Background: an optimization exercise with open tools, aiming at small area, a short achievable clock period and few clock cycles. Do not read the settings as production practice. At most, simulation tests tie the RTL to the original design; equivalence was not proved. For runs 1, 2 and 4, only the layout was checked, not whether the RTL still works. Power is estimated from default activity; no workload was simulated.

==> flow/design.v <==
package prts_pkg;
    localparam int ID_W        = 16;
    localparam int REP_W       = 16;
    localparam int IN_PERIOD_W = 24;
    localparam int MAX_RESULTS = 16;
    localparam int FIRE_CNT_W  = $clog2(MAX_RESULTS + 1);
    localparam int CMD_W       = 2 + REP_W + ID_W;
    localparam logic [1:0] MODE_ADD_PER = 2'd0;
    localparam logic [1:0] MODE_ADD_REP = 2'd1;
    localparam logic [1:0] MODE_CANCEL  = 2'd2;
    localparam logic [1:0] MODE_TICK    = 2'd3;
    localparam logic [2:0] KIND_ADDED     = 3'd0;
    localparam logic [2:0] KIND_FULL      = 3'd1;
    localparam logic [2:0] KIND_CANCELLED = 3'd2;
    localparam logic [2:0] KIND_UNKNOWN   = 3'd3;
    localparam logic [2:0] KIND_FIRED     = 3'd4;
    typedef struct packed {
        logic [1:0]       mode;
        logic [REP_W-1:0] reps;
        logic [ID_W-1:0]  cancel_id;
    } t_cmd;
    typedef struct packed {
        logic [2:0]      kind;
        logic [ID_W-1:0] id;
        logic            last;
    } t_res;
endpackage
module prts_front #(
    parameter int PERIOD_BITS = 24
) (
    input  logic                              i_clk,
    input  logic                              i_rst_n,
    input  logic                              start,
    input  logic [1:0]                        i_mode,
    input  logic [prts_pkg::IN_PERIOD_W-1:0]  i_period_ms,
    input  logic [prts_pkg::REP_W-1:0]        i_repeat_count,
    input  logic [prts_pkg::ID_W-1:0]         i_cancel_id,
    input  logic                              i_multi,        
    input  logic                              i_multi_n,      
    output logic                              o_busy,
    output logic                              o_h_tick,
    output logic                              o_h_add,
    output logic                              o_h_cancel,
    output logic                              o_h_per_mode,
    output logic [PERIOD_BITS-1:0]            o_h_arg,
    output logic [prts_pkg::REP_W-1:0]        o_h_reps
);
    logic [PERIOD_BITS-1:0] arg_c;
    logic                   valid_n;
    always_comb begin
        if (i_mode == prts_pkg::MODE_CANCEL) begin
            arg_c = PERIOD_BITS'(i_cancel_id);
        end else begin
            arg_c = i_period_ms[PERIOD_BITS-1:0];
        end
    end
    logic h_valid;
    logic hold;
    assign h_valid = o_h_tick || o_h_add || o_h_cancel;
    assign hold    = h_valid && i_multi;
    assign valid_n = hold || start;
    always_ff @(posedge i_clk) begin
        if (!i_rst_n) begin
            o_h_tick   <= 1'b0;
            o_h_add    <= 1'b0;
            o_h_cancel <= 1'b0;
            o_busy     <= 1'b0;
        end else begin
            if (!hold) begin
                o_h_tick   <= start && (i_mode == prts_pkg::MODE_TICK);
                o_h_add    <= start && (i_mode == prts_pkg::MODE_ADD_PER || i_mode == prts_pkg::MODE_ADD_REP);
                o_h_cancel <= start && (i_mode == prts_pkg::MODE_CANCEL);
            end
            o_busy <= valid_n && i_multi_n;
        end
    end
    always_ff @(posedge i_clk) begin
        if (!hold) begin
            o_h_per_mode <= (i_mode == prts_pkg::MODE_ADD_PER);
            o_h_arg      <= arg_c;
            o_h_reps     <= i_repeat_count;
        end
    end
endmodule
module prts_back #(
    parameter int NUM_SLOTS   = 16,
    parameter int PERIOD_BITS = 24
) (
    input  logic                       i_clk,
    input  logic                       i_rst_n,
    input  logic                       i_h_tick,
    input  logic                       i_h_add,
    input  logic                       i_h_cancel,
    input  logic                       i_h_per_mode,
    input  logic [PERIOD_BITS-1:0]     i_h_arg,
    input  logic [prts_pkg::REP_W-1:0] i_h_reps,
    output logic                       o_multi,
    output logic                       o_multi_n,
    output logic                       o_valid,
    output logic [2:0]                 o_kind,
    output logic [prts_pkg::ID_W-1:0]  o_id,
    output logic                       o_last
);
    localparam int NS = NUM_SLOTS;
    localparam int PB = PERIOD_BITS;
    localparam int IW = prts_pkg::ID_W;
    localparam int RW = prts_pkg::REP_W;
    logic [NS-1:0]    r_active;
    logic [NS-1:0]    r_periodic;
    logic [NS-1:0]    r_new;         
    logic [IW-1:0]    r_ident  [NS];
    logic [PB-1:0]    r_period [NS];
    logic [PB-1:0]    r_cd     [NS];
    logic [RW-1:0]    r_reps   [NS];
    logic [IW-1:0]    r_next_id;
    logic [NS-1:0]    r_fire;        
    logic             r_multi;       
    logic             r_res_valid;
    logic [2:0]       r_res_kind;
    logic [IW-1:0]    r_res_id;
    logic             do_tick;
    logic             do_add;
    logic             do_cancel;
    assign do_tick   = i_h_tick && !r_multi;
    assign do_add    = i_h_add && !r_multi;
    assign do_cancel = i_h_cancel && !r_multi;
    logic [NS-1:0]    fire;
    logic [NS-1:0]    rep_zero;
    logic [NS-1:0]    match;
    logic [NS-1:0]    add_sel;
    logic [NS-1:0]    can_sel;
    logic [NS-1:0]    free_v;
    always_comb begin
        for (int s = 0; s < NS; s++) begin
            fire[s]     = r_active[s] && (r_new[s] || (r_cd[s][PB-1:1] == '0));
            rep_zero[s] = (r_reps[s] == '0);
            match[s]    = r_active[s] && (r_ident[s] == i_h_arg[IW-1:0]);
        end
        free_v = ~r_active;
        add_sel = free_v & (~free_v + 1'b1);
        can_sel = match & (~match + 1'b1);
    end
    for (genvar s = 0; s < NS; s++) begin : g_slot
        always_ff @(posedge i_clk) begin
            if (!i_rst_n) begin
                r_active[s] <= 1'b0;
            end else if (do_add && add_sel[s]) begin
                r_active[s] <= 1'b1;
            end else if (do_cancel && can_sel[s]) begin
                r_active[s] <= 1'b0;
            end else if (do_tick && fire[s] && !r_periodic[s] && rep_zero[s]) begin
                r_active[s] <= 1'b0;
            end
        end
        always_ff @(posedge i_clk) begin
            if (do_add && add_sel[s]) begin
                r_periodic[s] <= i_h_per_mode;
                r_ident[s]    <= r_next_id;
                r_period[s]   <= i_h_arg;
            end
            if (do_add && add_sel[s]) begin
                r_new[s] <= 1'b1;
            end else if (do_tick) begin
                r_new[s] <= 1'b0;
            end
            if (do_tick) begin
                r_cd[s] <= fire[s] ? r_period[s] : (r_cd[s] - 1'b1);
            end
            if (do_add && add_sel[s]) begin
                r_reps[s] <= i_h_reps;
            end else if (do_tick && fire[s]) begin
                r_reps[s] <= r_reps[s] - 1'b1;
            end
        end
    end
    logic [NS-1:0]    f_low;
    logic [NS-1:0]    f_rest;
    logic [IW-1:0]    f_id;
    logic [NS-1:0]    fire_n;
    logic             multi_n;
    always_comb begin
        f_low  = r_fire & (~r_fire + 1'b1);
        f_rest = r_fire & ~f_low;
        f_id   = '0;
        for (int s = 0; s < NS; s++) begin
            f_id = f_id | ({IW{f_low[s]}} & r_ident[s]);
        end
        fire_n = do_tick ? fire : f_rest;
        multi_n = ((fire_n & (fire_n - 1'b1)) != '0);
    end
    assign o_multi_n = multi_n;
    assign o_multi   = r_multi;
    always_ff @(posedge i_clk) begin
        if (!i_rst_n) begin
            r_fire      <= '0;
            r_multi     <= 1'b0;
            r_next_id   <= '0;
            r_res_valid <= 1'b0;
            o_valid     <= 1'b0;
        end else begin
            r_fire      <= fire_n;
            r_multi     <= multi_n;
            if (do_add && free_v != '0) begin
                r_next_id <= r_next_id + 1'b1;
            end
            r_res_valid <= do_add || do_cancel;
            o_valid     <= (r_fire != '0) || r_res_valid;
        end
    end
    always_ff @(posedge i_clk) begin
        if (do_add) begin
            if (free_v != '0) begin
                r_res_kind <= prts_pkg::KIND_ADDED;
                r_res_id   <= r_next_id;
            end else begin
                r_res_kind <= prts_pkg::KIND_FULL;
                r_res_id   <= '0;
            end
        end else begin
            r_res_kind <= (match != '0) ? prts_pkg::KIND_CANCELLED : prts_pkg::KIND_UNKNOWN;
            r_res_id   <= i_h_arg[IW-1:0];
        end
        if (r_fire != '0) begin
            o_kind <= prts_pkg::KIND_FIRED;
            o_id   <= f_id;
            o_last <= (f_rest == '0);
        end else begin
            o_kind <= r_res_kind;
            o_id   <= r_res_id;
            o_last <= 1'b1;
        end
    end
endmodule
module periodic_repeat_timer_scheduler #(
    parameter int NUM_SLOTS   = 16,
    parameter int PERIOD_BITS = 24
) (
    input  logic                              i_clk,
    input  logic                              i_rst_n,
    input  logic                              start,
    output logic                              busy,
    input  logic [1:0]                        i_mode,
    input  logic [prts_pkg::IN_PERIOD_W-1:0]  i_period_ms,
    input  logic [prts_pkg::REP_W-1:0]        i_repeat_count,
    input  logic [prts_pkg::ID_W-1:0]         i_cancel_id,
    output logic                              o_valid,
    output logic [2:0]                        o_kind,
    output logic [prts_pkg::ID_W-1:0]         o_result_id,
    output logic                              o_last
);
    logic                   h_tick;
    logic                   h_add;
    logic                   h_cancel;
    logic                   h_per_mode;
    logic [PERIOD_BITS-1:0] h_arg;
    logic [prts_pkg::REP_W-1:0] h_reps;
    logic                   multi;
    logic                   multi_n;
    prts_front #(
        .PERIOD_BITS (PERIOD_BITS)
    ) u_front (
        .i_clk          (i_clk),
        .i_rst_n        (i_rst_n),
        .start          (start),
        .i_mode         (i_mode),
        .i_period_ms    (i_period_ms),
        .i_repeat_count (i_repeat_count),
        .i_cancel_id    (i_cancel_id),
        .i_multi        (multi),
        .i_multi_n      (multi_n),
        .o_busy         (busy),
        .o_h_tick       (h_tick),
        .o_h_add        (h_add),
        .o_h_cancel     (h_cancel),
        .o_h_per_mode   (h_per_mode),
        .o_h_arg        (h_arg),
        .o_h_reps       (h_reps)
    );
    prts_back #(
        .NUM_SLOTS   (NUM_SLOTS),
        .PERIOD_BITS (PERIOD_BITS)
    ) u_back (
        .i_clk       (i_clk),
        .i_rst_n     (i_rst_n),
        .i_h_tick    (h_tick),
        .i_h_add     (h_add),
        .i_h_cancel  (h_cancel),
        .i_h_per_mode(h_per_mode),
        .i_h_arg     (h_arg),
        .i_h_reps    (h_reps),
        .o_multi     (multi),
        .o_multi_n   (multi_n),
        .o_valid     (o_valid),
        .o_kind      (o_kind),
        .o_id        (o_result_id),
        .o_last      (o_last)
    );
endmodule
==> flow/run.sh <==
#!/bin/bash
# synth_recipe.tcl (not shown) runs the flow's synth.tcl, then flattens the netlist and writes it again
# the make line also repeats each setting of config.mk as NAME=value (left out here)
make -C /OpenROAD-flow-scripts/flow DESIGN_CONFIG=/design/flow/config.mk WORK_HOME=/design/flow/orfs CLKGATE_MAP_FILE= SYNTH_SCRIPT=/design/flow/synth_recipe.tcl finish
==> flow/config.mk <==
export PLATFORM = sky130hd
export DESIGN_NAME = periodic_repeat_timer_scheduler
export DESIGN_NICKNAME = periodic_repeat_timer_scheduler
export VERILOG_FILES = /design/flow/design.v
export SDC_FILE = /design/flow/constraint.sdc
export NUM_CORES = 4
export LEC_CHECK = 0
export CAP_MARGIN = 20
export CORE_MARGIN = 2
export CORE_UTILIZATION = 40
export SETUP_SLACK_MARGIN = 4.7
export SLEW_MARGIN = 20
==> flow/constraint.sdc <==
create_clock -name core_clock -period 7.5 [get_ports {i_clk}]
set_input_delay 1.5000 -clock core_clock [delete_from_list [all_inputs] [get_ports {i_clk}]]
set_output_delay 1.5000 -clock core_clock [all_outputs]
set_load 0.01 [all_outputs]
==> results.env, run 1 <==
POWER.DENSITY_CELL_AREA_nW_PER_UM2=220
GRT_OVERFLOW=0
SYNTHCELLS=5636
ROUTE.VIAS.TOTAL=46532
HOLD_BUFFERS=0
REG2REGPATHDEPTH=10
INITIAL_UTILIZATION_PCT=40.3
GRTUSAGETOTAL_PCT=23.0
REQUIRED_PS=8200
MAX_CAP_VIOLATIONS=0
TIMING.FINAL.SETUP_VIOLATIONS=0
SYNTH_SIMPLE_GATE_AREA_SHARE_PCT=14.1
FMAXACHIEVABLE_GHz=0.332
ASYNC_RESET_FF_SHARE_PCT=0
MIN_PATH_TYPE='reg2reg'
FINAL_PERIOD_MINUS_WORST_SETUP_SLACK_PS=3010
YS_DOMINANT_REG_CELL='edfxtp_1'
SYNTH-SEQ-CELLS=1446
YOSYSUNIQUECELLTYPES=72
DIE_HEIGHT_UM=412
GRT_ANTENNA_BEFORE_REPAIR=11
DP_SLACK_PS=3400
COUNT_OF_FLIP_FLOPS_WITH_A_BUILT_IN_ENABLE_AFTER_SYNTHESIS=1337
GRT_START_MAX_NET_PINS=82
SLEW_HEADROOM_PCT=18.9
IO-PIN-COUNT=83
STATUS='finished clean'
SYN-MEAN-INSTANCE-AREA_UM2=11.8
ROUTE.DETAILED.VIAS_PER_INST=5.68
PATH_MAX_FANOUT=4
TIMING.FINAL.HOLD_VIOLATIONS=0
FLOORPLAN.DIE.WIDTH_UM=412
CTS_MAX_LEVEL=4
MAX-VDD-IR-DROP_uV=267
GRT_FIRST_PASS_WIRELENGTH_UM=289000
INSERTION_DELAY_PS=810
ANTENNA_VIOLATING_NETS_POST_ROUTE=0
CLK_TRANSITION_REPORTED_PATHS_PS=60
CRITICAL_PATH.ENDPOINT_TYPE='flop'
CORE_AREA_UM2=165000
ROUTE.DETAILED.WL_PER_INST_UM=24.5
POWER.STATIC_LEAKAGE_nW=24.6
NETLIST_TOP_CELLS_AREA='edfxtp_1 (60%), xnor2_1 (6.5%), xor2_1 (4.0%)'
CTS-BUFFERS-INSERTED=151
DIE-AREA_UM2=170000
TIGHTESTPINTRANSITION_PS=1220
GPL.FINAL_WEIGHTED_CONGESTION=0.917
CLOCK_TREE_FROM_TRITONCTS='built'
YS_SEQ_AREA_SHARE_PCT=63.7
FINALHOLDWORSTSLACK_PS=445
CRITICAL_PATH.STARTPOINT_TYPE='flop'
MAIN_COMBINATIONAL_CELL_FAMILY_BY_AREA_AFTER_SYNTHESIS='simple AND/OR/NAND/NOR gates'
FINAL_MAX_SLEW_VIOL_COUNT=0
SYNTH_ADDER_AREA_SHARE_PCT=0.711
DP_HPWL_UM=118000
NUMBER_OF_CELLS_TRAVERSED_BY_THE_WORST_HOLD_PATH=2
WORSTPATHARRIVAL_PS=3720
PLACEMENT_ROWS=149
CTS-ROOT-BUF='clkbuf_16'
FINISH.NET_COUNT=5965
DRT-TOTAL-WL_UM=201000
VIAS_IN_THE_FIRST_GLOBAL_ROUTE=44211
TNS_PS=0
NUMBER_OF_ITERATIONS_IN_THE_FIRST_DETAILED_ROUTING_PASS=7
FLOW.AREA_GROWTH_FROM_SYNTHESIS_PCT=18.1
POST-ROUTE-PERIOD-UTIL_PCT=40.2
NETLIST.TOP_CELL.BY_AREA='edfxtp_1'
SYNTH_XOR_XNOR_AREA_SHARE_PCT=10.5
AREA_FRACTION_IN_COMPOUND_GATES_AFTER_SYNTHESIS_PCT=8.47
SYNTH_NETS=5730
FINAL_CRITICAL_PATH_SETUP_SLACK_PS=4490
SYNTH.YOSYS.WARNINGS=6
DETAILEDROUTE.FIRSTITERATIONVIOLATIONS=5497
CRITICALPATHCATEGORY='reg2reg'
SYNTHDOMINANTCELLAREASHARE_PCT=60.4
NUMBER_OF_SINKS_ON_THE_CLOCK_NET=1446
YOSYS-MUX-AREA-FRACTION_PCT=0.559
NETLIST_AREA_UM2=66500
CLOCK_PATH_BUFFERS=3
DRT_DRC_VIOLATIONS_LEFT=0
PLACE.PORT_BUFFERS=82
SETUP_REPAIR_AFTER_GLOBAL_ROUTING_MISSED_ITS_MARGIN='yes'
DRIVE_ABOVE_1_SHARE_PCT=13.1
SKEW_PS=32.9
where the power goes:
part / internal (W) / total (W) / switching (W)
logic: 0.000230 / 0.000700 / 0.000470
clock network: 0.00435 / 0.00764 / 0.00329
registers: 0.00884 / 0.00891 / 0.0000692
synth_stat cells, types with 26 or more instances:
cell      count
a21oi_1     269
a221oi_1     40
a22oi_1      49
a31oi_1      35
and3_1       26
clkbuf_1    230
dfxtp_1     109
edfxtp_1   1337
ha_1         33
inv_1       102
nand2_1     669
nand3_1      73
nand4_1      61
nor2_1      524
nor2b_1      37
nor3_1      198
nor4_1      147
o21ai_0     418
or3_1        80
or4_1        54
xnor2_1     490
xor2_1      305
placed cells by master (no fill, tap or decap), types with 17 or more instances in the layout:
master	synthesis	layout
ha_1	33	32
clkbuf_1	230	27
a22o_1	17	17
mux2_2	17	17
nor4_1	147	113
nor3_1	198	181
dfxtp_1	109	93
or3_1	80	64
clkinv_1	2	23
nor4_2	2	24
or2_2	22	19
mux2i_1	18	18
xnor2_1	490	489
buf_12	0	28
edfxtp_1	1337	1337
xor2_1	305	305
a221oi_1	40	40
nand2b_1	22	18
nand2_1	669	652
nand3_1	73	72
nand4_1	61	61
inv_1	102	90
a22oi_1	49	49
a21o_1	21	21
clkdlybuf4s50_1	0	60
buf_2	8	18
and3_1	26	24
nor2_1	524	507
clkbuf_16	0	159
a31oi_1	35	32
a21oi_1	269	263
nor2b_1	37	30
clkinv_2	0	29
buf_6	0	25
o21ai_0	418	414
or4_1	54	41
buf_4	0	149
critical path, stage by stage (launching register included):
cell and delay [ps]:
edfxtp_1 440, or4_4 520, or4b_4 580, o41ai_4 230, buf_6 150, buf_8 120
o31a_1 200, nor3_1 100, o31ai_2 330, a2111oi_2 120, a31oi_1 140
cells by family after synthesis:
kind of cell	count (synthesis)
AND/OR/NAND/NOR	1992
flip-flops	1446
AO/OA/AOI/OAI	965
XOR/XNOR	795
buffers and inverters	364
adder cells (fa/ha/maj)	39
multiplexers	35
state kept, by name, indices dropped and copies added (netlist names), 24 cells and up:
name	flops
u_back.r_ident	256
u_back.r_cd	384
u_back.r_reps	256
u_front.o_h_arg	24
u_back.r_period	384
path summary, 6_finish.rpt:
| check | end | slack [ps] | from |
|---|---|---|---|
| setup / recovery | u_back.r_multi$_SDFF_PN0_ | 4490 | u_back.r_cd[0][8]$_DFFE_PP_ |
| hold / removal | u_back.r_new[13]$_SDFFE_PP1P_ | 440 | u_back.r_new[13]$_SDFFE_PP1P_ |
| setup reg to reg | u_back.r_multi$_SDFF_PN0_ | 4490 | u_back.r_cd[0][8]$_DFFE_PP_ |
| hold reg to reg | u_back.r_new[13]$_SDFFE_PP1P_ | 440 | u_back.r_new[13]$_SDFFE_PP1P_ |
per-layer routing:
layer | vias to the layer above | part of all wire (%) | global-route usage, %
li1 | 21056 | - | -
met1 | 23085 | 41 | 31.3
met2 | 1995 | 46 | 36.6
met4 | 0 | 4.1 | 9.04
met3 | 396 | 8.5 | 4.09
met5 | - | 0 | 0
metrics by stage:
stage	area (µm²)	power, W	instances	utilization, %
after detailed placement	70200	0.00972	7758	42.6
after global placement	70200	0.00972	7756	42.5
after CTS	77300	0.0173	8147	46.9
after floorplan	66800	0.00937	5636	-
after global routing	78500	0.0177	8187	47.6
final	78500	0.0173	8191	47.6
what timing repair did:
item / in CTS / in global routing
setup endpoints to repair: 1568 / 569
hold endpoints to repair: 0 / 0
pin swaps: 45 / 41
setup buffers: 76 / 28
gates resized for setup: 311 / 159
cloned: 33 / 10
layout make-up:
class / count / area [µm²]
timing repair buffer: 312 / 3380
tap: 2189 / 2740
inverter: 106 / 508
fill: 14609 / 86500
multi-input combinational: 3844 / 24400
antenna: 4 / 10.0
clock buffer: 195 / 4140
clock inverter: 85 / 867
timing repair inverter: 10 / 81.3
sequential: 1446 / 42400
==> run 2, diff against run 1 <==
--- a/flow/config.mk
+++ b/flow/config.mk
@@ -9,4 +9,6 @@
 export CORE_MARGIN = 2
 export CORE_UTILIZATION = 40
+export CTS_CLUSTER_DIAMETER = 60
+export CTS_CLUSTER_SIZE = 25
 export SETUP_SLACK_MARGIN = 4.7
 export SLEW_MARGIN = 20
==> results.env, run 2 <==
CLKPWRFRAC_PCT=40.6
POWER_SWITCHING_W=0.00392
TIMING.FINAL.SETUP_VIOLATIONS=0
DRT-TOTAL-WL_UM=199000
PATH_MAX_FANOUT=3
FLOORPLAN.DIE.WIDTH_UM=412
TIMING.CRITICAL_PATH.CELLS='or4_4 > or4b_4 > o41ai_4 > buf_6 > buf_8 > o31a_1 > nor3_2 > o31ai_2 > a2111oi_2 > a31oi_1'
MAX-VDD-IR-DROP_uV=211
POWER.STATIC_LEAKAGE_nW=24.1
CTS_MAX_LEVEL=3
POST-ROUTE-PERIOD-UTIL_PCT=41.2
DIE_HEIGHT_UM=412
ANTENNA_VIOLATING_NETS_POST_ROUTE=0
DRT_DRC_VIOLATIONS_LEFT=0
CTS-BUFFERS-INSERTED=114
HIGHEST-SIGNAL-LAYER='met4'
GRT_ANTENNA_BEFORE_REPAIR=6
MET2_WIRELENGTH_UM=91800
SYNTH.YOSYS.WARNINGS=6
LAYOUT_COMMON_CELLS='edfxtp_1 (1337), nand2_1 (648), nor2_1 (506), xnor2_1 (490), o21ai_0 (409)'
CELLINTERNALPOWER_W=0.0122
ROUTE.VIAS.TOTAL=46169
CORE_AREA_UM2=165000
GRT_FIRST_PASS_WIRELENGTH_UM=286000
SYNTH_NETS=5730
CRITICALPATHCATEGORY='reg2reg'
ROUTE.DETAILED.VIAS_PER_INST=5.69
FILLCELLCOUNT=14747
MAX_CAP_VIOLATIONS=0
ROUTE.DETAILED.WL_PER_INST_UM=24.5
FINAL_CRITICAL_PATH_SETUP_SLACK_PS=4410
FMAXACHIEVABLE_GHz=0.323
REG2REGPATHDEPTH=10
CLK_TRANSITION_REPORTED_PATHS_PS=90
NETLIST_AREA_UM2=66500
SWSHARE_PCT=24.3
MIN_PATH_TYPE='reg2reg'
ASYNC_RESET_FF_SHARE_PCT=0
INSERTEDDIODECOUNT=0
FLOW.AREA_GROWTH_FROM_SYNTHESIS_PCT=16.4
MIN-DELAY-START='u_back.r_new[5]$_SDFFE_PP1P_'
VIAS_IN_THE_FIRST_GLOBAL_ROUTE=43580
FINISH.NET_COUNT=5926
ROUTEDLENGTHMET1_UM=82000
REQUIRED_PS=8190
R2R_PATH_END='u_front.o_busy$_SDFF_PN0_'
INSERTION_DELAY_PS=770
MOSTFREQUENTLAYOUTCELL='edfxtp_1'
IO-PIN-COUNT=83
YS_DOMINANT_REG_CELL='edfxtp_1'
TNS_PS=0
GRTUSAGETOTAL_PCT=22.6
HOLD_END='u_back.r_new[5]$_SDFFE_PP1P_'
CPPEAKSTAGEDELAY_PS=580
FIN_AREA_UM2=77400
NUMBER_OF_SINKS_ON_THE_CLOCK_NET=1446
P_TOTAL_W=0.0161
SYNTH-SEQ-CELLS=1446
NUMBER_OF_CELLS_TRAVERSED_BY_THE_WORST_HOLD_PATH=2
TIMING.FINAL.HOLD_VIOLATIONS=0
STATUS='finished clean'
WORSTPATHARRIVAL_PS=3780
GRT_OVERFLOW=0
R2R-START='u_back.r_cd[0][7]$_DFFE_PP_'
SYNTHMOSTINSTANTIATEDCELL='edfxtp_1'
LAYOUT.CELLS.NON_FILLER=8121
DETAILEDROUTE.FIRSTITERATIONVIOLATIONS=5318
FINAL_PERIOD_MINUS_WORST_SETUP_SLACK_PS=3090
REGTOREGSETUPSLACK_PS=4410
YS_SEQ_AREA_SHARE_PCT=63.7
CLOCK_PATH_BUFFERS=3
CLOCK_TREE_FROM_TRITONCTS='built'
SKEW_PS=34.3
SETUP_REPAIR_AFTER_GLOBAL_ROUTING_MISSED_ITS_MARGIN='yes'
DP_SLACK_PS=3400
SLEW_HEADROOM_PCT=18.0
NETLIST.TOP_CELL.BY_AREA='edfxtp_1'
DRIVE_ABOVE_1_SHARE_PCT=12.9
NUMBER_OF_ITERATIONS_IN_THE_FIRST_DETAILED_ROUTING_PASS=6
DP_HPWL_UM=118000
CRITICAL_PATH.STARTPOINT_TYPE='flop'
NUMPLACEDINSTANCES=7758
PWR-SHARE-SEQ_PCT=55.1
NETLIST_TOP_CELLS_AREA='edfxtp_1 (60%), xnor2_1 (6.5%), xor2_1 (4.0%)'
CRIT_PATH_TOP_DELAY_CELL='or4b_4'
SYNTHCELLS=5636
SYNTHTOPCELLSBYCOUNT='edfxtp_1 (1337), nand2_1 (669), nor2_1 (524), xnor2_1 (490), o21ai_0 (418)'
PLACED_AREA_UM2=70200
GPL.FINAL_WEIGHTED_CONGESTION=0.917
PLACE.PORT_BUFFERS=82
FINAL_MAX_SLEW_VIOL_COUNT=0
SYN-MEAN-INSTANCE-AREA_UM2=11.8
TIGHTESTPINTRANSITION_PS=1230
DIE-AREA_UM2=170000
SYNTHDOMINANTCELLAREASHARE_PCT=60.4
DETAILROUTE.WIRELENGTH.MET3_UM=16500
CRITICAL_PATH.ENDPOINT_TYPE='flop'
YOSYSUNIQUECELLTYPES=72
GRT_START_MAX_NET_PINS=82
CTS-ROOT-BUF='clkbuf_16'
POWER.DENSITY_CELL_AREA_nW_PER_UM2=209
COMBINATIONALPOWERSHARE_PCT=4.3
LARGEST_REGISTERS_IN_THE_FINAL_LAYOUT='u_back.r_cd: 384 flops, u_back.r_period: 384 flops'
INITIAL_UTILIZATION_PCT=40.3
COUNT_OF_FLIP_FLOPS_WITH_A_BUILT_IN_ENABLE_AFTER_SYNTHESIS=1337
PLACEMENT_ROWS=149
run 2: what timing repair did:
action / 4_1_cts / 5_1_grt
resized for setup: 287 / 184
cloned: 29 / 12
pin swaps: 39 / 43
setup buffers: 53 / 52
hold buffers: 0 / 0
setup endpoints to repair: 1572 / 677
hold endpoints to repair: 0 / 0
run 2: layer usage:
metal / vias to the layer above / GRT usage [%]
met5: - / 0
met4: 0 / 8.96
met3: 387 / 3.13
met2: 1933 / 36.2
met1: 22852 / 31.1
li1: 20997 / -
run 2: area by class of cell:
cell class	instances	area, µm²	area share, %
Sequential cell	1446	42400	54.7
Multi-Input combinational cell	3847	24400	31.5
Timing Repair Buffer	308	3240	4.19
Clock buffer	120	2910	3.75
Tap cell	2189	2740	3.54
Clock inverter	96	1140	1.48
Inverter	106	518	0.669
Timing Repair inverter	9	76.3	0.0986
run 2: critical path: cells and delay by family (launching register included):
| family | cells | cell delay, ps |
|---|---|---|
| compound gates | 5 | 1110 |
| buf+inv | 2 | 280 |
| flops | 1 | 410 |
| simple gates | 3 | 1230 |
run 2: worst max-delay path by stage:
stage / start / end / slack (ps) / cells past startpoint
global route: u_back.r_cd[0][14]$_DFFE_PP_ / u_front.o_busy$_SDFF_PN0_ / 4260 / 10
floorplan: u_front.o_h_add$_SDFFE_PN0N_ / u_back.r_ident[4][0]$_DFFE_PP_ / 4520 / 6
finish: u_back.r_cd[0][7]$_DFFE_PP_ / u_front.o_busy$_SDFF_PN0_ / 4410 / 10
detailed placement: u_back.r_multi$_SDFF_PN0_ / u_back.r_cd[4][11]$_DFFE_PP_ / 3400 / 4
CTS: u_back.r_cd[0][5]$_DFFE_PP_ / u_back.r_multi$_SDFF_PN0_ / 4420 / 10
global placement: u_back.r_multi$_SDFF_PN0_ / u_back.r_cd[4][11]$_DFFE_PP_ / 3470 / 4
run 2: power groups by stage:
stage          Sequential, W  Clock (W)  Combinational, W
2_1_floorplan        0.00908          0          0.000292
3_3_place_gp         0.00909          0          0.000629
3_5_place_dp         0.00909          0          0.000634
4_1_cts              0.00890    0.00665          0.000664
5_1_grt              0.00891    0.00693          0.000717
6_report             0.00890    0.00655          0.000690
run 2: cell families after synthesis:
| group | after synthesis | share of synthesized area [%] |
|---|---|---|
| compound gates | 965 | 8.47 |
| xor+xnor | 795 | 10.5 |
| fa+ha+maj | 39 | 0.711 |
| buf+inv | 364 | 2.07 |
| flops | 1446 | 63.7 |
| mux | 35 | 0.559 |
| simple gates | 1992 | 14.1 |
run 2: per-stage QoR:
step	hold slack, ps	utilization (%)
2_1_floorplan	406	-
3_5_place_dp	434	42.6
6_report	446	46.9
5_1_grt	471	46.9
3_3_place_gp	430	42.5
4_1_cts	447	46.1
==> run 3, diff against run 2 <==
--- a/flow/design.v
+++ b/flow/design.v
@@ -43,4 +43,5 @@
     output logic                              o_h_cancel,
     output logic                              o_h_per_mode,
+    output logic                              o_h_every,
     output logic [PERIOD_BITS-1:0]            o_h_arg,
     output logic [prts_pkg::REP_W-1:0]        o_h_reps
@@ -48,4 +49,6 @@
     logic [PERIOD_BITS-1:0] arg_c;
     logic                   valid_n;
+    logic                   per_small;
+    assign per_small = (i_period_ms[PERIOD_BITS-1:1] == '0);
     always_comb begin
         if (i_mode == prts_pkg::MODE_CANCEL) begin
@@ -78,4 +81,5 @@
         if (!hold) begin
             o_h_per_mode <= (i_mode == prts_pkg::MODE_ADD_PER);
+            o_h_every    <= per_small;
             o_h_arg      <= arg_c;
             o_h_reps     <= i_repeat_count;
@@ -93,5 +97,7 @@
     input  logic                       i_h_cancel,
     input  logic                       i_h_per_mode,
-    input  logic [PERIOD_BITS-1:0]     i_h_arg,
+    input  logic                       i_h_every,
+    input  logic [PERIOD_BITS-1:0]     i_h_per,
+    input  logic [prts_pkg::ID_W-1:0]  i_h_cid,
     input  logic [prts_pkg::REP_W-1:0] i_h_reps,
     output logic                       o_multi,
@@ -108,5 +114,6 @@
     logic [NS-1:0]    r_active;
     logic [NS-1:0]    r_periodic;
-    logic [NS-1:0]    r_new;         
+    logic [NS-1:0]    r_every;       
+    logic [NS-1:0]    r_due;         
     logic [IW-1:0]    r_ident  [NS];
     logic [PB-1:0]    r_period [NS];
@@ -115,4 +122,5 @@
     logic [IW-1:0]    r_next_id;
     logic [NS-1:0]    r_fire;        
+    logic [NS-1:0]    r_sel;         
     logic             r_multi;       
     logic             r_res_valid;
@@ -125,6 +133,9 @@
     assign do_add    = i_h_add && !r_multi;
     assign do_cancel = i_h_cancel && !r_multi;
+    assign o_multi_n = multi_n;
+    assign o_multi   = r_multi;
     logic [NS-1:0]    fire;
     logic [NS-1:0]    rep_zero;
+    logic [NS-1:0]    cd_two;
     logic [NS-1:0]    match;
     logic [NS-1:0]    add_sel;
@@ -133,9 +144,10 @@
     always_comb begin
         for (int s = 0; s < NS; s++) begin
-            fire[s]     = r_active[s] && (r_new[s] || (r_cd[s][PB-1:1] == '0));
+            fire[s]     = r_active[s] && r_due[s];
             rep_zero[s] = (r_reps[s] == '0);
-            match[s]    = r_active[s] && (r_ident[s] == i_h_arg[IW-1:0]);
+            cd_two[s]   = (r_cd[s] == PB'(2));
+            match[s]    = r_active[s] && (r_ident[s] == i_h_cid);
         end
-        free_v = ~r_active;
+        free_v  = ~r_active;
         add_sel = free_v & (~free_v + 1'b1);
         can_sel = match & (~match + 1'b1);
@@ -156,11 +168,12 @@
             if (do_add && add_sel[s]) begin
                 r_periodic[s] <= i_h_per_mode;
+                r_every[s]    <= i_h_every;
                 r_ident[s]    <= r_next_id;
-                r_period[s]   <= i_h_arg;
+                r_period[s]   <= i_h_per;
             end
             if (do_add && add_sel[s]) begin
-                r_new[s] <= 1'b1;
+                r_due[s] <= 1'b1;
             end else if (do_tick) begin
-                r_new[s] <= 1'b0;
+                r_due[s] <= fire[s] ? r_every[s] : cd_two[s];
             end
             if (do_tick) begin
@@ -174,5 +187,4 @@
         end
     end
-    logic [NS-1:0]    f_low;
     logic [NS-1:0]    f_rest;
     logic [IW-1:0]    f_id;
@@ -180,18 +192,16 @@
     logic             multi_n;
     always_comb begin
-        f_low  = r_fire & (~r_fire + 1'b1);
-        f_rest = r_fire & ~f_low;
+        f_rest = r_fire & ~r_sel;
         f_id   = '0;
         for (int s = 0; s < NS; s++) begin
-            f_id = f_id | ({IW{f_low[s]}} & r_ident[s]);
+            f_id = f_id | ({IW{r_sel[s]}} & r_ident[s]);
         end
-        fire_n = do_tick ? fire : f_rest;
+        fire_n  = do_tick ? fire : f_rest;
         multi_n = ((fire_n & (fire_n - 1'b1)) != '0);
     end
-    assign o_multi_n = multi_n;
-    assign o_multi   = r_multi;
     always_ff @(posedge i_clk) begin
         if (!i_rst_n) begin
             r_fire      <= '0;
+            r_sel       <= '0;
             r_multi     <= 1'b0;
             r_next_id   <= '0;
@@ -200,4 +210,5 @@
         end else begin
             r_fire      <= fire_n;
+            r_sel       <= fire_n & (~fire_n + 1'b1);
             r_multi     <= multi_n;
             if (do_add && free_v != '0) begin
@@ -219,5 +230,5 @@
         end else begin
             r_res_kind <= (match != '0) ? prts_pkg::KIND_CANCELLED : prts_pkg::KIND_UNKNOWN;
-            r_res_id   <= i_h_arg[IW-1:0];
+            r_res_id   <= i_h_cid;
         end
         if (r_fire != '0) begin
@@ -253,4 +264,5 @@
     logic                   h_cancel;
     logic                   h_per_mode;
+    logic                   h_every;
     logic [PERIOD_BITS-1:0] h_arg;
     logic [prts_pkg::REP_W-1:0] h_reps;
@@ -274,4 +286,5 @@
         .o_h_cancel     (h_cancel),
         .o_h_per_mode   (h_per_mode),
+        .o_h_every      (h_every),
         .o_h_arg        (h_arg),
         .o_h_reps       (h_reps)
@@ -287,5 +300,7 @@
         .i_h_cancel  (h_cancel),
         .i_h_per_mode(h_per_mode),
-        .i_h_arg     (h_arg),
+        .i_h_every   (h_every),
+        .i_h_per     (h_arg),
+        .i_h_cid     (h_arg[prts_pkg::ID_W-1:0]),
         .i_h_reps    (h_reps),
         .o_multi     (multi),
==> results.env, run 3 <==
ROUTE.DETAILED.VIAS_PER_INST=5.73
CLOCK_PATH_BUFFERS=3
FLOORPLAN.DIE.WIDTH_UM=417
SYNTHMOSTINSTANTIATEDCELL='edfxtp_1'
NETLIST.TOP_CELL.BY_AREA='edfxtp_1'
CP.BUFFERS_INVERTERS=1
TIMING.CRITICAL_PATH.CELLS='buf_6'
CPPEAKSTAGEDELAY_PS=370
MAIN_COMBINATIONAL_CELL_FAMILY_BY_AREA_AFTER_SYNTHESIS='simple AND/OR/NAND/NOR gates'
MOSTFREQUENTLAYOUTCELL='edfxtp_1'
SYNTH_NETS=5869
LAYOUT_COMMON_CELLS='edfxtp_1 (1354), nand2_1 (758), o21ai_0 (519), xor2_1 (410), xnor2_1 (389)'
HOLD_BUFFERS=0
GPL.FINAL_WEIGHTED_CONGESTION=1.01
SETUP_REPAIR_AFTER_GLOBAL_ROUTING_MISSED_ITS_MARGIN='yes'
R2R-START='u_back.r_active[6]$_SDFFE_PN0P_'
DP_SLACK_PS=3450
SYNTH_ADDER_AREA_SHARE_PCT=0.899
GRT_START_MAX_NET_PINS=143
MIN-DELAY-START='u_back.r_res_id[14]$_DFF_P_'
SETUP.WORST_PATH.START='u_back.o_id[12]$_DFF_P_'
CRIT_PATH_TOP_DELAY_CELL='dfxtp_4'
YOSYSUNIQUECELLTYPES=72
POST-ROUTE-PERIOD-UTIL_PCT=37.4
MAX-VDD-IR-DROP_uV=220
NETLIST_AREA_UM2=68200
CTS_MAX_LEVEL=3
CRITICAL_PATH.STARTPOINT_TYPE='flop'
SLEW_HEADROOM_PCT=13.8
CRITICAL_PATH.ENDPOINT_TYPE='output port'
DIE-AREA_UM2=174000
ROUTE.VIAS.TOTAL=46648
LARGEST_REGISTERS_IN_THE_FINAL_LAYOUT='u_back.r_cd: 384 flops, u_back.r_period: 384 flops'
FLOW.AREA_GROWTH_FROM_SYNTHESIS_PCT=13.0
GRT_ANTENNA_BEFORE_REPAIR=16
DRT-TOTAL-WL_UM=207000
SYNTHTOPCELLSBYCOUNT='edfxtp_1 (1354), nand2_1 (765), o21ai_0 (527), xor2_1 (410), xnor2_1 (389)'
STATUS='finished clean'
DETAILEDROUTE.FIRSTITERATIONVIOLATIONS=5927
COUNT_OF_FLIP_FLOPS_WITH_A_BUILT_IN_ENABLE_AFTER_SYNTHESIS=1354
PATH_MAX_FANOUT=1
POWER.DENSITY_CELL_AREA_nW_PER_UM2=216
PLACE.PORT_BUFFERS=82
TIMING.FINAL.HOLD_VIOLATIONS=0
NETLIST_TOP_CELLS_AREA='edfxtp_1 (60%), xor2_1 (5.3%), xnor2_1 (5.0%)'
FINALHOLDWORSTSLACK_PS=478
REQUIRED_PS=6000
ROUTE.DETAILED.WL_PER_INST_UM=25.4
MIN_PATH_TYPE='reg2reg'
GRTUSAGETOTAL_PCT=23.2
SYNTHDOMINANTCELLAREASHARE_PCT=59.6
VIAS_IN_THE_FIRST_GLOBAL_ROUTE=44704
AREA_OF_COMBINATIONAL_CELLS_WITH_MULTIPLE_INPUTS_UM2=24200
TIMING.FINAL.SETUP_VIOLATIONS=0
IO-PIN-COUNT=83
SYN-MEAN-INSTANCE-AREA_UM2=11.8
DIE_HEIGHT_UM=417
CORE_AREA_UM2=169000
LAYOUT.CELLS.NON_FILLER=8148
SYNTH_SIMPLE_GATE_AREA_SHARE_PCT=14.8
GRT_OVERFLOW=0
DRT_DRC_VIOLATIONS_LEFT=0
FINISH.NET_COUNT=5934
GRT_FIRST_PASS_WIRELENGTH_UM=299000
FILLCELLCOUNT=15284
CTS-BUFFERS-INSERTED=116
CRITICALPATHCATEGORY='reg2out'
YS_DOMINANT_REG_CELL='edfxtp_1'
SYNTH_XOR_XNOR_AREA_SHARE_PCT=10.3
NUMPLACEDINSTANCES=7901
SYNTH.YOSYS.WARNINGS=6
TNS_PS=0
CLK_TRANSITION_REPORTED_PATHS_PS=90
FINAL_CRITICAL_PATH_SETUP_SLACK_PS=4700
SKEW_PS=66.3
AREA_FRACTION_IN_COMPOUND_GATES_AFTER_SYNTHESIS_PCT=8.15
YS_SEQ_AREA_SHARE_PCT=63.3
NUMBER_OF_ITERATIONS_IN_THE_FIRST_DETAILED_ROUTING_PASS=8
PLACEMENT_ROWS=151
WORSTPATHARRIVAL_PS=1300
SYNTH-SEQ-CELLS=1478
ANTENNA_VIOLATING_NETS_POST_ROUTE=0
ASYNC_RESET_FF_SHARE_PCT=0
MAX_CAP_VIOLATIONS=0
TIGHTESTPINTRANSITION_PS=1290
SYNTHCELLS=5759
FINAL_PERIOD_MINUS_WORST_SETUP_SLACK_PS=2800
LAYOUT.AREA.SEQ_UM2=43200
FINAL_MAX_SLEW_VIOL_COUNT=0
YOSYS-MUX-AREA-FRACTION_PCT=0.479
CLOCK_TREE_FROM_TRITONCTS='built'
FINAL_CORE_UTILIZATION_PCT=45.5
CP_TOP_FAMILY='flip-flops'
DRIVE_ABOVE_1_SHARE_PCT=9.23
POWER.STATIC_LEAKAGE_nW=24.6
INITIAL_UTILIZATION_PCT=40.3
CTS-ROOT-BUF='clkbuf_16'
INSERTION_DELAY_PS=820
DP_HPWL_UM=129000
NUMBER_OF_SINKS_ON_THE_CLOCK_NET=1478
FMAXACHIEVABLE_GHz=0.357
[run 3: cell families after synthesis]
kind of cell,count (synthesis)
compound gates,949
simple gates,2085
flops,1478
buf+inv,369
fa+ha+maj,49
xor+xnor,799
mux,30
[run 3: final timing paths]
check | endpoint | slack, ps | cells after the start
worst min-delay path | u_back.o_id[14]$_DFF_P_ | 480 | 2
worst min register to register | u_back.o_id[14]$_DFF_P_ | 480 | 2
worst max-delay path | o_result_id[12] | 4700 | 1
worst max register to register | u_back.r_period[14][13]$_DFFE_PP_ | 4720 | 6
[run 3: final cells by class]
| class | instances | area share [%] |
|---|---|---|
| Multi-Input combinational cell | 3913 | 31.4 |
| Timing Repair Buffer | 218 | 2.83 |
| Clock buffer | 127 | 4.00 |
| Timing Repair inverter | 1 | 0.00812 |
| Clock inverter | 94 | 1.53 |
| Tap cell | 2218 | 3.60 |
| Sequential cell | 1478 | 56.1 |
| Inverter | 96 | 0.547 |
| Antenna cell | 3 | 0.00975 |
[run 3: where the power goes]
group          total, W  switching [W]  internal [W]
combinational  0.000662       0.000460      0.000202
clock           0.00689        0.00349       0.00340
sequential      0.00910      0.0000862       0.00901
total            0.0166        0.00403        0.0126
[run 3: per-stage QoR]
| step | area (µm²) | power (W) |
|---|---|---|
| 5_1_grt | 77000 | 0.0171 |
| 3_5_place_dp | 71800 | 0.00992 |
| 3_3_place_gp | 71800 | 0.00991 |
| 4_1_cts | 76600 | 0.0167 |
| 2_1_floorplan | 68300 | 0.00956 |
| 6_report | 77000 | 0.0166 |
[run 3: metal layers]
metal,vias to the layer above,share of wire (%),global-route usage (%)
met2,2125,46,37.6
met3,503,8.4,3.96
met1,22909,40,30.6
li1,21107,-,-
met4,4,4.9,10.5
met5,-,0.013,0
[run 3: what timing repair did]
| action | 4_1_cts | 5_1_grt |
|---|---|---|
| gates cloned | 5 | 1 |
| pin swaps | 4 | 3 |
| setup endpoints to repair | 982 | 296 |
| gates resized for setup | 208 | 74 |
| buffers inserted | 13 | 4 |
Testbench counts of run 3, summed over its fixed seeds: cycles 32,247.
==> run 4, diff against run 3 <==
--- a/flow/design.v
+++ b/flow/design.v
@@ -36,5 +36,4 @@
     input  logic [prts_pkg::REP_W-1:0]        i_repeat_count,
     input  logic [prts_pkg::ID_W-1:0]         i_cancel_id,
-    input  logic                              i_multi,        
     input  logic                              i_multi_n,      
     output logic                              o_busy,
@@ -58,9 +57,5 @@
         end
     end
-    logic h_valid;
-    logic hold;
-    assign h_valid = o_h_tick || o_h_add || o_h_cancel;
-    assign hold    = h_valid && i_multi;
-    assign valid_n = hold || start;
+    assign valid_n = o_busy || start;
     always_ff @(posedge i_clk) begin
         if (!i_rst_n) begin
@@ -70,5 +65,5 @@
             o_busy     <= 1'b0;
         end else begin
-            if (!hold) begin
+            if (!o_busy) begin
                 o_h_tick   <= start && (i_mode == prts_pkg::MODE_TICK);
                 o_h_add    <= start && (i_mode == prts_pkg::MODE_ADD_PER || i_mode == prts_pkg::MODE_ADD_REP);
@@ -79,5 +74,5 @@
     end
     always_ff @(posedge i_clk) begin
-        if (!hold) begin
+        if (!o_busy) begin
             o_h_per_mode <= (i_mode == prts_pkg::MODE_ADD_PER);
             o_h_every    <= per_small;
@@ -101,5 +96,4 @@
     input  logic [prts_pkg::ID_W-1:0]  i_h_cid,
     input  logic [prts_pkg::REP_W-1:0] i_h_reps,
-    output logic                       o_multi,
     output logic                       o_multi_n,
     output logic                       o_valid,
@@ -134,5 +128,4 @@
     assign do_cancel = i_h_cancel && !r_multi;
     assign o_multi_n = multi_n;
-    assign o_multi   = r_multi;
     logic [NS-1:0]    fire;
     logic [NS-1:0]    rep_zero;
@@ -267,5 +260,4 @@
     logic [PERIOD_BITS-1:0] h_arg;
     logic [prts_pkg::REP_W-1:0] h_reps;
-    logic                   multi;
     logic                   multi_n;
     prts_front #(
@@ -279,5 +271,4 @@
         .i_repeat_count (i_repeat_count),
         .i_cancel_id    (i_cancel_id),
-        .i_multi        (multi),
         .i_multi_n      (multi_n),
         .o_busy         (busy),
@@ -304,5 +295,4 @@
         .i_h_cid     (h_arg[prts_pkg::ID_W-1:0]),
         .i_h_reps    (h_reps),
-        .o_multi     (multi),
         .o_multi_n   (multi_n),
         .o_valid     (o_valid),
--- a/flow/config.mk
+++ b/flow/config.mk
@@ -9,6 +9,4 @@
 export CORE_MARGIN = 2
 export CORE_UTILIZATION = 40
-export CTS_CLUSTER_DIAMETER = 60
-export CTS_CLUSTER_SIZE = 25
 export SETUP_SLACK_MARGIN = 4.7
 export SLEW_MARGIN = 20
==> results.env, run 4 <==
SETUP_REPAIR_AFTER_GLOBAL_ROUTING_MISSED_ITS_MARGIN='yes'
DETAILEDROUTE.FIRSTITERATIONVIOLATIONS=5926
GRT_FIRST_PASS_WIRELENGTH_UM=308000
DP_SLACK_PS=3700
CRITICAL_PATH.ENDPOINT_TYPE='flop'
REQUIRED_PS=8220
AREA_FRACTION_IN_COMPOUND_GATES_AFTER_SYNTHESIS_PCT=8.29
DP_HPWL_UM=131000
FINAL_PERIOD_MINUS_WORST_SETUP_SLACK_PS=2820
FLOORPLAN.DIE.WIDTH_UM=417
SYNTHCELLS=5724
TIGHTESTPINTRANSITION_PS=1280
LARGEST_REGISTERS_IN_THE_FINAL_LAYOUT='u_back.r_cd: 384 flops, u_back.r_period: 384 flops'
INITIAL_UTILIZATION_PCT=40.3
DRT-TOTAL-WL_UM=215000
DRT_DRC_VIOLATIONS_LEFT=0
FINAL_MAX_SLEW_VIOL_COUNT=0
LAYOUT_COMMON_CELLS='edfxtp_1 (1354), nand2_1 (776), o21ai_0 (504), xnor2_1 (425), nor2_1 (373)'
TIMING.FINAL.HOLD_VIOLATIONS=0
TNS_PS=0
POWER.DENSITY_CELL_AREA_nW_PER_UM2=227
SYNTH_XOR_XNOR_AREA_SHARE_PCT=10.2
CLOCK_PATH_BUFFERS=3
YOSYS-MUX-AREA-FRACTION_PCT=0.459
WORSTPATHARRIVAL_PS=3540
ROUTE.VIAS.TOTAL=47562
FMAXACHIEVABLE_GHz=0.355
MAX-VDD-IR-DROP_uV=189
CTS-ROOT-BUF='clkbuf_16'
CLOCK_TREE_FROM_TRITONCTS='built'
DIE_HEIGHT_UM=417
FLOW.AREA_GROWTH_FROM_SYNTHESIS_PCT=14.9
SYN-MEAN-INSTANCE-AREA_UM2=11.9
SYNTH.YOSYS.WARNINGS=6
FINALHOLDWORSTSLACK_PS=479
YS_DOMINANT_REG_CELL='edfxtp_1'
ROUTE.DETAILED.VIAS_PER_INST=5.77
YOSYSUNIQUECELLTYPES=80
NUMBER_OF_SINKS_ON_THE_CLOCK_NET=1478
NETLIST_TOP_CELLS_AREA='edfxtp_1 (60%), xnor2_1 (5.5%), xor2_1 (4.8%)'
PLACED_AREA_UM2=71700
PLACEMENT_ROWS=151
NUMBER_OF_ITERATIONS_IN_THE_FIRST_DETAILED_ROUTING_PASS=6
SYNTHDOMINANTCELLAREASHARE_PCT=59.6
MOSTFREQUENTLAYOUTCELL='edfxtp_1'
GPL.FINAL_WEIGHTED_CONGESTION=1.01
DRIVE_ABOVE_1_SHARE_PCT=10.6
HOLD_BUFFERS=0
SYNTH_ADDER_AREA_SHARE_PCT=0.928
INSERTION_DELAY_PS=810
ROUTE.DETAILED.WL_PER_INST_UM=26.1
FINAL_CRITICAL_PATH_SETUP_SLACK_PS=4680
GRT_START_MAX_NET_PINS=148
SYNTHTOPCELLSBYCOUNT='edfxtp_1 (1354), nand2_1 (786), o21ai_0 (513), xnor2_1 (425), nor2_1 (375)'
SYNTH_SIMPLE_GATE_AREA_SHARE_PCT=14.6
CTS_MAX_LEVEL=4
POWER.STATIC_LEAKAGE_nW=24.6
GRT_ANTENNA_BEFORE_REPAIR=13
FIN_AREA_UM2=78400
YS_SEQ_AREA_SHARE_PCT=63.3
CORE_AREA_UM2=169000
MIN_PATH_TYPE='reg2reg'
GRTUSAGETOTAL_PCT=24.1
SLEW_HEADROOM_PCT=14.6
MAIN_COMBINATIONAL_CELL_FAMILY_BY_AREA_AFTER_SYNTHESIS='simple AND/OR/NAND/NOR gates'
PLACE.PORT_BUFFERS=82
POST-ROUTE-PERIOD-UTIL_PCT=37.5
NETLIST_AREA_UM2=68200
CLK_TRANSITION_REPORTED_PATHS_PS=70
CTS-BUFFERS-INSERTED=158
COUNT_OF_FLIP_FLOPS_WITH_A_BUILT_IN_ENABLE_AFTER_SYNTHESIS=1354
DIE-AREA_UM2=174000
GRT_OVERFLOW=0
STATUS='finished clean'
ASYNC_RESET_FF_SHARE_PCT=0
SYNTH-SEQ-CELLS=1478
CRITICALPATHCATEGORY='reg2reg'
TIMING.FINAL.SETUP_VIOLATIONS=0
MAX_CAP_VIOLATIONS=0
IO-PIN-COUNT=83
SYNTHMOSTINSTANTIATEDCELL='edfxtp_1'
VIAS_IN_THE_FIRST_GLOBAL_ROUTE=45365
ANTENNA_VIOLATING_NETS_POST_ROUTE=0
FILLCELLCOUNT=15408
SKEW_PS=58.1
NETLIST.TOP_CELL.BY_AREA='edfxtp_1'
FINAL_CORE_UTILIZATION_PCT=46.3
CRITICAL_PATH.STARTPOINT_TYPE='flop'
FINISH.NET_COUNT=5994
SYNTH_NETS=5834
PATH_MAX_FANOUT=33
-- run 4: report_power, final --
part	internal, W	switching (W)	total [W]
clock network	0.00458	0.00340	0.00798
logic	0.000230	0.000500	0.000730
registers	0.00903	0.0000708	0.00910
total	0.0138	0.00397	0.0178
-- run 4: final timing paths --
check	startpoint	to	slack, ps	cells past startpoint
worst max-delay path	u_front.o_h_arg[1]$_DFFE_PN_	u_back.r_active[14]$_SDFFE_PN0P_	4680	9
worst min-delay path	u_back.r_res_valid$_SDFF_PN0_	u_back.o_valid$_SDFF_PN0_	480	2
worst max register to register	u_front.o_h_arg[1]$_DFFE_PN_	u_back.r_active[14]$_SDFFE_PN0P_	4680	9
worst min register to register	u_back.r_res_valid$_SDFF_PN0_	u_back.o_valid$_SDFF_PN0_	480	2
-- run 4: critical path, cell delays in order (launching register included) --
cell and delay (ps):
edfxtp_1 340, clkbuf_8 500, xor2_1 230, nor3_1 330, nand4_1 270, o22ai_1 290
nor3_1 80, buf_4 200, and4_1 230, a211oi_1 200
-- run 4: cell type report --
cell class	instances	area, µm²	share of cell area [%]
Sequential cell	1478	43200	55.1
Multi-Input combinational cell	3876	24000	30.6
Clock buffer	210	4330	5.53
Tap cell	2218	2780	3.54
Timing Repair Buffer	270	2760	3.52
Clock inverter	86	925	1.18
Inverter	95	415	0.530
Timing Repair inverter	5	41.3	0.0527
Antenna cell	2	5.00	0.00639
-- run 4: stage by stage --
step | power (W) | cells
finish | 0.0178 | 8240
global route | 0.0182 | 8239
CTS | 0.0179 | 8198
detailed placement | 0.00992 | 7875
global placement | 0.00992 | 7874
floorplan | 0.00956 | 5724
-- run 4: cells by family (layout without fill, tap and decap cells) --
logic type,Yosys count,in the layout
AND/OR/NAND/NOR,2050,2051
buffers and inverters,371,666
flip-flops,1478,1478
other,0,2
adder cells (fa/ha/maj),51,51
multiplexers,29,29
AO/OA/AOI/OAI,949,949
XOR/XNOR,796,796
-- run 4: metal layers --
layer | global-route usage, % | up-vias | share of wire (%)
li1 | - | 21272 | -
met5 | 0 | - | 0.011
met1 | 32.3 | 23315 | 40
met2 | 37.1 | 2383 | 44
met3 | 4.65 | 588 | 9.4
met4 | 12.6 | 4 | 6.0
-- run 4: repair_timing --
action                     4_1_cts  5_1_grt
buffers inserted                16       33
setup endpoints to repair      699      327
pin swaps                        9       13
gates cloned                    11        7
gates resized for setup        216       67
==> run 5, diff against run 4 <==
--- a/flow/design.v
+++ b/flow/design.v
@@ -36,4 +36,5 @@
     input  logic [prts_pkg::REP_W-1:0]        i_repeat_count,
     input  logic [prts_pkg::ID_W-1:0]         i_cancel_id,
+    input  logic                              i_multi,        
     input  logic                              i_multi_n,      
     output logic                              o_busy,
@@ -57,5 +58,9 @@
         end
     end
-    assign valid_n = o_busy || start;
+    logic h_valid;
+    logic hold;
+    assign h_valid = o_h_tick || o_h_add || o_h_cancel;
+    assign hold    = h_valid && i_multi;
+    assign valid_n = hold || start;
     always_ff @(posedge i_clk) begin
         if (!i_rst_n) begin
@@ -65,5 +70,5 @@
             o_busy     <= 1'b0;
         end else begin
-            if (!o_busy) begin
+            if (!hold) begin
                 o_h_tick   <= start && (i_mode == prts_pkg::MODE_TICK);
                 o_h_add    <= start && (i_mode == prts_pkg::MODE_ADD_PER || i_mode == prts_pkg::MODE_ADD_REP);
@@ -74,5 +79,5 @@
     end
     always_ff @(posedge i_clk) begin
-        if (!o_busy) begin
+        if (!hold) begin
             o_h_per_mode <= (i_mode == prts_pkg::MODE_ADD_PER);
             o_h_every    <= per_small;
@@ -96,4 +101,5 @@
     input  logic [prts_pkg::ID_W-1:0]  i_h_cid,
     input  logic [prts_pkg::REP_W-1:0] i_h_reps,
+    output logic                       o_multi,
     output logic                       o_multi_n,
     output logic                       o_valid,
@@ -128,4 +134,5 @@
     assign do_cancel = i_h_cancel && !r_multi;
     assign o_multi_n = multi_n;
+    assign o_multi   = r_multi;
     logic [NS-1:0]    fire;
     logic [NS-1:0]    rep_zero;
@@ -260,4 +267,5 @@
     logic [PERIOD_BITS-1:0] h_arg;
     logic [prts_pkg::REP_W-1:0] h_reps;
+    logic                   multi;
     logic                   multi_n;
     prts_front #(
@@ -271,4 +279,5 @@
         .i_repeat_count (i_repeat_count),
         .i_cancel_id    (i_cancel_id),
+        .i_multi        (multi),
         .i_multi_n      (multi_n),
         .o_busy         (busy),
@@ -295,4 +304,5 @@
         .i_h_cid     (h_arg[prts_pkg::ID_W-1:0]),
         .i_h_reps    (h_reps),
+        .o_multi     (multi),
         .o_multi_n   (multi_n),
         .o_valid     (o_valid),
==> flow/flow/run.sh (new file) <==
#!/bin/bash
# The standard layout, with clock tree synthesis told to cluster up to 16 sinks within 40 um
# per leaf buffer and to add no dummy loads. The make output goes to standard_flow.log; each
# tool's own log is also under orfs/logs/.
set -uo pipefail
bash standard.sh \
  "CTS_ARGS=-sink_clustering_enable -repair_clock_nets -dont_use_dummy_load -sink_clustering_size 16 -sink_clustering_max_diameter 40" \
  finish > standard_flow.log 2>&1
==> flow/standard.sh (new file) <==
#!/bin/bash
# synth_recipe.tcl (not shown) runs the flow's synth.tcl, then flattens the netlist and writes it again
# the make line also repeats each setting of config.mk as NAME=value (left out here)
make -C /OpenROAD-flow-scripts/flow DESIGN_CONFIG=/design/flow/config.mk WORK_HOME=/design/flow/orfs CLKGATE_MAP_FILE= SYNTH_SCRIPT=/design/flow/synth_recipe.tcl "${@:-finish}"
removed: flow/run.sh
==> results.env, run 5 <==
STATUS='finished clean'
SYNTHTOPCELLSBYCOUNT='edfxtp_1 (1354), nand2_1 (765), o21ai_0 (527), xor2_1 (410), xnor2_1 (389)'
REGTOREGSETUPSLACK_PS=4710
REQUIRED_PS=6000
SYN-MEAN-INSTANCE-AREA_UM2=11.8
YOSYSUNIQUECELLTYPES=72
TNS_PS=0
COUNT_OF_FLIP_FLOPS_WITH_A_BUILT_IN_ENABLE_AFTER_SYNTHESIS=1354
SYNTH_ADDER_AREA_SHARE_PCT=0.899
DRIVE_ABOVE_1_SHARE_PCT=9.20
SYNTH.YOSYS.WARNINGS=6
FINAL_MAX_SLEW_VIOL_COUNT=0
R2R_PATH_END='u_back.r_period[12][16]$_DFFE_PP_'
NUMBER_OF_ITERATIONS_IN_THE_FIRST_DETAILED_ROUTING_PASS=6
POWER.STATIC_LEAKAGE_nW=25.0
ROUTE.VIAS.TOTAL=47003
GRT_START_MAX_NET_PINS=108
TIMING.CRITICAL_PATH.CELLS='buf_6'
CRIT_PATH_TOP_DELAY_CELL='dfxtp_4'
CP.BUFFERS_INVERTERS=1
PLACE.PORT_BUFFERS=82
GRT_FIRST_PASS_WIRELENGTH_UM=301000
TIMING.FINAL.SETUP_VIOLATIONS=0
DIE-AREA_UM2=174000
FINISH.NET_COUNT=6026
POWER.DENSITY_CELL_AREA_nW_PER_UM2=227
SKEW_PS=83.8
GPL.FINAL_WEIGHTED_CONGESTION=1.01
SETUP_REPAIR_AFTER_GLOBAL_ROUTING_MISSED_ITS_MARGIN='yes'
LAYOUT_COMMON_CELLS='edfxtp_1 (1354), nand2_1 (757), o21ai_0 (518), xor2_1 (410), xnor2_1 (389)'
NETLIST_TOP_CELLS_AREA='edfxtp_1 (60%), xor2_1 (5.3%), xnor2_1 (5.0%)'
YOSYS-MUX-AREA-FRACTION_PCT=0.479
SLEW_HEADROOM_PCT=13.3
SYNTH-SEQ-CELLS=1478
CTS-BUFFERS-INSERTED=205
INSERTION_DELAY_PS=830
MAX-VDD-IR-DROP_uV=196
DIE_HEIGHT_UM=417
SYNTHCELLS=5759
REG2REGPATHDEPTH=6
SYNTH_SIMPLE_GATE_AREA_SHARE_PCT=14.8
ROUTE.DETAILED.WL_PER_INST_UM=25.6
CORE_AREA_UM2=169000
SYNTHMOSTINSTANTIATEDCELL='edfxtp_1'
MAIN_COMBINATIONAL_CELL_FAMILY_BY_AREA_AFTER_SYNTHESIS='simple AND/OR/NAND/NOR gates'
CP_TOP_FAMILY='flip-flops'
MOSTFREQUENTLAYOUTCELL='edfxtp_1'
HOLD_END='u_back.o_id[14]$_DFF_P_'
ROUTE.DETAILED.VIAS_PER_INST=5.78
TIGHTESTPINTRANSITION_PS=1300
CLOCK_PATH_BUFFERS=3
NUMBER_OF_SINKS_ON_THE_CLOCK_NET=1478
NETLIST.TOP_CELL.BY_AREA='edfxtp_1'
FLOW.AREA_GROWTH_FROM_SYNTHESIS_PCT=14.4
DETAILEDROUTE.FIRSTITERATIONVIOLATIONS=5582
GRTUSAGETOTAL_PCT=23.4
FILLCELLCOUNT=15201
FMAXACHIEVABLE_GHz=0.355
CLOCK_TREE_FROM_TRITONCTS='built'
CRITICAL_PATH.STARTPOINT_TYPE='flop'
INITIAL_UTILIZATION_PCT=40.3
SYNTHDOMINANTCELLAREASHARE_PCT=59.6
YS_SEQ_AREA_SHARE_PCT=63.3
SYNTH_NETS=5869
YS_DOMINANT_REG_CELL='edfxtp_1'
ASYNC_RESET_FF_SHARE_PCT=0
FLOORPLAN.DIE.WIDTH_UM=417
CTS-ROOT-BUF='clkbuf_16'
HOLD_BUFFERS=0
CTS_MAX_LEVEL=4
DRT_DRC_VIOLATIONS_LEFT=0
GRT_OVERFLOW=0
PLACEMENT_ROWS=151
CRITICALPATHCATEGORY='reg2out'
CLK_TRANSITION_REPORTED_PATHS_PS=60
AREA_FRACTION_IN_COMPOUND_GATES_AFTER_SYNTHESIS_PCT=8.15
MIN-DELAY-START='u_back.r_res_id[14]$_DFF_P_'
POST-ROUTE-PERIOD-UTIL_PCT=37.6
P_TOTAL_W=0.0177
NETLIST_AREA_UM2=68200
LARGEST_REGISTERS_IN_THE_FINAL_LAYOUT='u_back.r_cd: 384 flops, u_back.r_period: 384 flops'
DRT-TOTAL-WL_UM=208000
FINAL_PERIOD_MINUS_WORST_SETUP_SLACK_PS=2820
MAX_CAP_VIOLATIONS=0
TIMING.FINAL.HOLD_VIOLATIONS=0
CRITICAL_PATH.ENDPOINT_TYPE='output port'
VIAS_IN_THE_FIRST_GLOBAL_ROUTE=45328
WORSTPATHARRIVAL_PS=1320
PATH_MAX_FANOUT=1
DP_HPWL_UM=129000
IO-PIN-COUNT=83
ANTENNA_VIOLATING_NETS_POST_ROUTE=0
CPPEAKSTAGEDELAY_PS=360
NUMBER_OF_CELLS_TRAVERSED_BY_THE_WORST_HOLD_PATH=2
GRT_ANTENNA_BEFORE_REPAIR=15
SYNTH_XOR_XNOR_AREA_SHARE_PCT=10.3
R2R-START='u_back.r_active[6]$_SDFFE_PN0P_'
MIN_PATH_TYPE='reg2reg'
==> run 5: cell types whose count changed in the layout (fill, tap and decap cells not counted), moves of 20 or more <==
cell and change:
xnor2_1 -36, clkbuf_1 -37, nor2b_1 +21, a21oi_1 +30
clkbuf_16 +40, clkinv_2 -29, or4_1 +20, xor2_1 +40
buf_4 -41
==> run 5: final cells by class <==
class / instances / area [µm²] / share of cell area [%]
Inverter: 96 / 424 / 0.544
Tap cell: 2218 / 2780 / 3.56
Antenna cell: 2 / 5.00 / 0.00642
Timing Repair inverter: 1 / 8.76 / 0.0112
Timing Repair Buffer: 221 / 2240 / 2.87
Sequential cell: 1478 / 43200 / 55.4
Multi-Input combinational cell: 3913 / 24200 / 31.0
Clock buffer: 205 / 5130 / 6.58
==> run 5: logic make-up (layout without fill, tap and decap cells) <==
group | Yosys count | in the layout
compound gates | 949 | 949
xor+xnor | 799 | 799
fa+ha+maj | 49 | 49
simple gates | 2085 | 2086
buf+inv | 369 | 523
other cells | 0 | 2
mux | 30 | 30
flops | 1478 | 1478
==> run 5: what timing repair did <==
| action | 4_1_cts | 5_1_grt |
|---|---|---|
| setup buffers | 10 | 10 |
| pin swaps | 3 | 4 |
| setup endpoints to repair | 981 | 337 |
| cloned | 3 | 3 |
| resized for setup | 197 | 103 |
==> run 5: per-stage QoR <==
step | utilization, % | instance area (µm²) | hold WS [ps] | worst slack [ps] | instances
5_1_grt | 46.1 | 78000 | 489 | 4640 | 8132
3_5_place_dp | 42.4 | 71800 | 464 | 3450 | 7901
6_report | 46.1 | 78000 | 452 | 4680 | 8134
2_1_floorplan | - | 68300 | 394 | 4650 | 5759
3_3_place_gp | 42.4 | 71800 | 465 | 3570 | 7900
4_1_cts | 45.7 | 77400 | 457 | 4480 | 8119
==> run 5: routing by layer <==
layer | vias up | part of all wire, % | GRT usage, %
li1 | 21174 | - | -
met1 | 23050 | 40 | 30.6
met2 | 2184 | 46 | 37.4
met3 | 591 | 8.1 | 4.38
met4 | 4 | 5.4 | 11.6
met5 | - | 0.011 | 0
==> run 5: worst max-delay path by stage <==
stage | cells past startpoint | from | to | slack [ps]
finish | 1 | u_back.o_id[12]$_DFF_P_ | o_result_id[12] | 4680
CTS | 7 | u_back.r_sel[8]$_SDFF_PN0_ | u_back.r_multi$_SDFF_PN0_ | 4480
floorplan | 3 | u_front.o_h_tick$_SDFFE_PN0N_ | u_front.o_h_tick$_SDFFE_PN0N_ | 4650
detailed placement | 9 | u_front.o_h_add$_SDFFE_PN0N_ | u_back.r_reps[8][7]$_DFFE_PP_ | 3450
global placement | 9 | u_front.o_h_add$_SDFFE_PN0N_ | u_back.r_reps[9][8]$_DFFE_PP_ | 3570
global route | 1 | u_back.o_id[14]$_DFF_P_ | o_result_id[14] | 4640
==> run 5: power breakdown <==
part	leakage [nW]	internal (W)	total (W)	switching (W)
clock network	2.53	0.00470	0.00791	0.00320
registers	13.7	0.00904	0.00913	0.0000872
logic	8.74	0.000207	0.000666	0.000460
Testbench counts of run 5, summed over its fixed seeds: cycles 32,247.

## static timing again, ports no longer ideal
Ports are ideal in the flow. The routed layouts listed here were re-timed in OpenROAD.
Step 1 assumes that a clkbuf_16 drives the clock port and a buf_2 every other input.
Step 2 moves the port delays by t, midway between the first and last clock arrival at a register: inputs arrive t later, outputs are due t later. That takes back most of the time a late clock gives input paths.
Three values: ideal, step 1, step 2; two values: the first two.
| run | shift t [ns] | slack for setup (ns) | worst setup path after step 2 |
|---|---|---|---|
| run 1 | 0.868 | 4.487 / 4.487 / 3.879 | input to register |
| run 2 | 0.830 | 4.408 / 4.408 / 3.920 | input to register |
| run 3 | 0.873 | 4.696 / 4.610 / 4.122 | input to register |
| run 4 | 0.868 | 4.684 / 4.604 / 4.118 | input to register |
| run 5 | 0.877 | 4.682 / 4.598 / 4.166 | input to register |
After both steps setup and hold are still met in every run listed. The setup slack of run 1, which loses most, moves by 0.000 ns with the drivers and by -0.608 ns with both steps.
